Source: an optimization exercise on an open RTL-to-GDS flow (aim: small area, a short achievable clock period and few clock cycles). Production flows keep margins and buffers that such runs may drop.

north:
## tcp_timestamp_option_finder
module tcp_timestamp_option_finder
(
  input  logic        clk,
  input  logic        rst,
  input  logic        in_valid,
  output logic        in_ready,
  input  logic [7:0]  data_byte,
  input  logic        first_byte,
  input  logic        last_byte,
  input  logic [15:0] total_length,
  output logic        out_valid,
  input  logic        out_ready,
  output logic        found,
  output logic [7:0]  option_kind,
  output logic [7:0]  option_length,
  output logic [31:0] ts_value,
  output logic [31:0] ts_echo
);
Size in the first run: ~540 cells after synthesis, about 120 flip-flops, ~110 I/O pins, ~5300 um2 of cells after synthesis.
==> module tsf_pos_next, before the edit <==
module tsf_pos_next
(
  input  logic        take,
  input  logic        first,
  input  logic [15:0] pos9,
  input  logic        pos_ovf,
  input  logic [16:0] inc,
  output logic [15:0] pos9_n,
  output logic        pos_ovf_n
);
  assign pos9_n    = !take ? pos9    : first ? 16'd10 : inc[15:0];
  assign pos_ovf_n = !take ? pos_ovf : !first && (pos_ovf || inc[16]);
endmodule
==> module tcp_timestamp_option_finder, before the edit <==
module tcp_timestamp_option_finder
(
  input  logic        clk,
  input  logic        rst,
  input  logic        in_valid,
  output logic        in_ready,
  input  logic [7:0]  data_byte,
  input  logic        first_byte,
  input  logic        last_byte,
  input  logic [15:0] total_length,
  output logic        out_valid,
  input  logic        out_ready,
  output logic        found,
  output logic [7:0]  option_kind,
  output logic [7:0]  option_length,
  output logic [31:0] ts_value,
  output logic [31:0] ts_echo
);
  logic        fv;
  logic [7:0]  fd;
  logic        ff;
  logic        fl;
  logic        ffail;      
  logic [15:0] pos9;       
  logic        pos_ovf;    
  logic [7:0]  cnt;
  logic        czero;      
  logic        st_len;     
  logic        st_cap;     
  logic        st_done;    
  logic [71:0] res;        
  logic        take;
  logic        in_le1;
  logic        in_fail;
  logic [16:0] p_inc;
  logic        len_k15, len_ghi, len_phi, len_loa, len_lob;
  logic [15:0] pos9_n;
  logic        pos_ovf_n;
  logic        go;
  logic        harmless;
  logic        e_len, e_cap, e_done, e_wait, e_czero;
  logic        d_le1, d_is8, d_is0;
  logic [7:0]  c;
  logic [7:0]  fx;
  logic        at_start;
  logic        hit, miss, settle;
  logic        len_n, cap_n, done_n, czero_n;
  logic [7:0]  cnt_n;
  logic        res_shift, res_hold;
  logic        fv_n, out_valid_n, settled_n, harmless_n;
  assign take   = in_valid && in_ready;
  assign in_le1 = data_byte[7:1] == 7'd0;
  tsf_len_rows u_len_rows (
    .a   (pos9),
    .d   (data_byte),
    .l   (total_length),
    .k15 (len_k15),
    .ghi (len_ghi),
    .phi (len_phi),
    .loa (len_loa),
    .lob (len_lob)
  );
  assign in_fail = pos_ovf || len_k15 || len_ghi || (len_phi && (in_le1 ? len_lob : len_loa));
  tsf_pos_next u_pos_next (
    .take      (take),
    .first     (first_byte),
    .pos9      (pos9),
    .pos_ovf   (pos_ovf),
    .inc       (p_inc),
    .pos9_n    (pos9_n),
    .pos_ovf_n (pos_ovf_n)
  );
  assign p_inc  = {1'b0, pos9} + 17'd1;
  assign harmless = (st_done && !ff) || (ff && !fl);
  assign go       = fv && (!out_valid || harmless);
  assign e_len   = !ff && st_len;
  assign e_cap   = !ff && st_cap;
  assign e_done  = !ff && st_done;
  assign e_wait  = ff || !(st_len || st_cap || st_done);
  assign e_czero = !ff && czero;
  assign c       = ff ? 8'd20 : cnt;
  assign d_le1   = fd[7:1] == 7'd0;
  assign d_is8   = fd == 8'd8;
  assign d_is0   = fd == 8'd0;
  assign fx      = {fd[7:2], fd[1] | d_le1, fd[0] && !d_le1};
  assign at_start = e_wait && e_czero;
  always_comb begin
    hit     = e_cap && e_czero;
    miss    = (at_start && d_le1 && ffail) || (e_len && (d_is0 || ffail));
    len_n   = at_start && !d_le1 && !d_is8;
    cap_n   = (at_start && d_is8) || (e_cap && !e_czero);
    if (e_len)                  cnt_n = fx - 8'd2;
    else if (at_start && d_is8) cnt_n = 8'd8;
    else if (at_start)          cnt_n = 8'd0;
    else                        cnt_n = c - 8'd1;
    if (e_len)                  czero_n = fd[7:2] == 6'd0 && !(fd[1] && fd[0]);   
    else if (at_start)          czero_n = !d_is8;
    else                        czero_n = !ff && cnt == 8'd1;
    if (!e_done && !hit && fl) miss = 1'b1;
  end
  assign settle = (hit || miss) && !e_done;
  assign done_n = e_done || settle;
  assign res_shift = fv && !out_valid && e_cap && (!fl || czero);
  assign res_hold  = !(fv && !out_valid);
  assign fv_n        = take || (fv && !go);
  assign out_valid_n = (go && settle) || (out_valid && !out_ready);
  assign settled_n   = go ? done_n : st_done;
  assign harmless_n  = take ? ((settled_n && !first_byte) || (first_byte && !last_byte))
                            : ((settled_n && !ff) || (ff && !fl));
  always_ff @(posedge clk) begin
    if (rst) begin
      fv        <= 1'b0;
      in_ready  <= 1'b1;
      pos9      <= 16'd9;
      pos_ovf   <= 1'b0;
      cnt       <= 8'd20;
      czero     <= 1'b0;
      st_len    <= 1'b0;
      st_cap    <= 1'b0;
      st_done   <= 1'b0;
      out_valid <= 1'b0;
    end else begin
      fv        <= fv_n;
      in_ready  <= !fv_n || !out_valid_n || harmless_n;
      out_valid <= out_valid_n;
      pos9      <= pos9_n;
      pos_ovf   <= pos_ovf_n;
      if (go) begin
        cnt     <= cnt_n;
        czero   <= czero_n;
        st_len  <= len_n && !done_n;
        st_cap  <= cap_n && !done_n;
        st_done <= done_n;
      end
    end
  end
  always_ff @(posedge clk) begin
    if (take) begin
      fd    <= data_byte;
      ff    <= first_byte;
      fl    <= last_byte;
      ffail <= in_fail;
    end
    res <= ({72{res_shift}} & {res[63:0], fd}) | ({72{res_hold}} & res);
    if (go && settle) found <= hit;
  end
  assign option_kind   = {4'd0, found, 3'd0};
  assign option_length = res[71:64];
  assign ts_value      = res[63:32];
  assign ts_echo       = res[31:0];
endmodule
export LEC_CHECK = 0
export CAP_MARGIN = 20
export CORE_MARGIN = 2
export CORE_UTILIZATION = 40
export CTS_BUF_LIST = sky130_fd_sc_hd__clkbuf_8
export PLACE_DENSITY = 0.6
export SETUP_SLACK_MARGIN = 3.6
export SLEW_MARGIN = 20
export SYNTH_HIERARCHICAL = 1
create_clock -name core_clock -period 6.0 [get_ports {clk}]
standard.sh (not shown) runs the stock make flow with config.mk's settings and CLKGATE_MAP_FILE= SYNTH_SCRIPT=/design/flow/synth_recipe.tcl, a recipe that flattens the netlist after the stock synthesis.
==> flow/flow/run.sh <==
#!/bin/bash
# Layout flow: the standard ORFS flow with two changes.
# - Synthesis leaves adders to abc (no ADDER_MAP_FILE): the design's only arithmetic is a
#   bound check written as a carry tree and two counters, which abc maps faster than the
#   full-adder cells. Registers are mapped exactly as in the standard synthesis.
# - The port buffers that placement inserts are plain sky130_fd_sc_hd__buf_1 cells (ORFS
#   otherwise picks a delay buffer).
# Every ORFS step keeps its own log under orfs/logs/; make's output goes to standard.log.
set -euo pipefail
cd "$(dirname "$0")/.."
export ADDER_MAP_FILE=
export BUFFER_PORTS_ARGS="-buffer_cell sky130_fd_sc_hd__buf_1"
bash standard.sh > standard.log 2>&1
Setup changes, north to south
--- a/flow/design.v
+++ b/flow/design.v
@@ -99,17 +99,4 @@
   end
 endmodule
-module tsf_pos_next
-(
-  input  logic        take,
-  input  logic        first,
-  input  logic [15:0] pos9,
-  input  logic        pos_ovf,
-  input  logic [16:0] inc,
-  output logic [15:0] pos9_n,
-  output logic        pos_ovf_n
-);
-  assign pos9_n    = !take ? pos9    : first ? 16'd10 : inc[15:0];
-  assign pos_ovf_n = !take ? pos_ovf : !first && (pos_ovf || inc[16]);
-endmodule
 `timescale 1ns / 1ps
 module tcp_timestamp_option_finder
@@ -135,5 +122,6 @@
   logic        ff;
   logic        fl;
-  logic        ffail;      
+  logic        ffaild;     
+  logic        ffail2;     
   logic [15:0] pos9;       
   logic        pos_ovf;    
@@ -145,10 +133,7 @@
   logic [71:0] res;        
   logic        take;
-  logic        in_le1;
-  logic        in_fail;
+  logic        in_faild, in_fail2;
   logic [16:0] p_inc;
   logic        len_k15, len_ghi, len_phi, len_loa, len_lob;
-  logic [15:0] pos9_n;
-  logic        pos_ovf_n;
   logic        go;
   logic        harmless;
@@ -164,5 +149,4 @@
   logic        fv_n, out_valid_n, settled_n, harmless_n;
   assign take   = in_valid && in_ready;
-  assign in_le1 = data_byte[7:1] == 7'd0;
   tsf_len_rows u_len_rows (
     .a   (pos9),
@@ -175,14 +159,6 @@
     .lob (len_lob)
   );
-  assign in_fail = pos_ovf || len_k15 || len_ghi || (len_phi && (in_le1 ? len_lob : len_loa));
-  tsf_pos_next u_pos_next (
-    .take      (take),
-    .first     (first_byte),
-    .pos9      (pos9),
-    .pos_ovf   (pos_ovf),
-    .inc       (p_inc),
-    .pos9_n    (pos9_n),
-    .pos_ovf_n (pos_ovf_n)
-  );
+  assign in_faild = pos_ovf || len_k15 || len_ghi || (len_phi && len_loa);
+  assign in_fail2 = pos_ovf || len_k15 || len_ghi || (len_phi && len_lob);
   assign p_inc  = {1'b0, pos9} + 17'd1;
   assign harmless = (st_done && !ff) || (ff && !fl);
@@ -201,5 +177,6 @@
   always_comb begin
     hit     = e_cap && e_czero;
-    miss    = (at_start && d_le1 && ffail) || (e_len && (d_is0 || ffail));
+    miss    = (at_start && d_le1 && ffail2) ||
+              (e_len && (d_is0 || (d_le1 ? ffail2 : ffaild)));
     len_n   = at_start && !d_le1 && !d_is8;
     cap_n   = (at_start && d_is8) || (e_cap && !e_czero);
@@ -238,6 +215,8 @@
       in_ready  <= !fv_n || !out_valid_n || harmless_n;
       out_valid <= out_valid_n;
-      pos9      <= pos9_n;
-      pos_ovf   <= pos_ovf_n;
+      if (take) begin
+        pos9    <= first_byte ? 16'd10 : p_inc[15:0];
+        pos_ovf <= !first_byte && (pos_ovf || p_inc[16]);
+      end
       if (go) begin
         cnt     <= cnt_n;
@@ -254,5 +233,6 @@
       ff    <= first_byte;
       fl    <= last_byte;
-      ffail <= in_fail;
+      ffaild <= in_faild;
+      ffail2 <= in_fail2;
     end
     res <= ({72{res_shift}} & {res[63:0], fd}) | ({72{res_hold}} & res);
Sort south and north by arrival time at the worst endpoint, descending, and north comes first. [south] depth of the critical timing path with buffers and inverters included rose 1 relative to north. Measured against each other, south and north differ in hold slack, the higher figure coming from north. On total global routing track utilization: south sits above north. [south] final critical-path required period fell 0.24 ns relative to north.
No functional check of the RTL was part of any run of this note.

-- static timing again, ports no longer ideal --
How much do the figures lean on ideal ports? The routed layouts below were timed once more, with nothing changed but the port constraints. Step 1 (the two cells are an assumption about what drives the block):
set clk [get_ports {clk}]
set_driving_cell -lib_cell sky130_fd_sc_hd__clkbuf_16 $clk
set_driving_cell -lib_cell sky130_fd_sc_hd__buf_2 [delete_from_list [all_inputs] $clk]
Step 2 times the ports against the registers' clock, not the clock port: input delays grow and output delays shrink by t, the midpoint of the rising clock arrivals with the driver on. a / b / c = ideal / step 1 / step 2; a / b = the first two.
run	t, ns	setup slack, ns	worst setup path at the end	clock arrival spread, ns	pins driven straight from the clock port
north	0.454	3.416 / 3.421 / 2.967	input to register	0.013 / 0.013	1
south	0.459	3.654 / 3.660 / 3.202	input to register	0.012 / 0.013	1
After both steps every run listed still meets setup and hold. The setup slack of south, which loses most, moves by +0.006 ns with the drivers and by -0.452 ns with both steps.
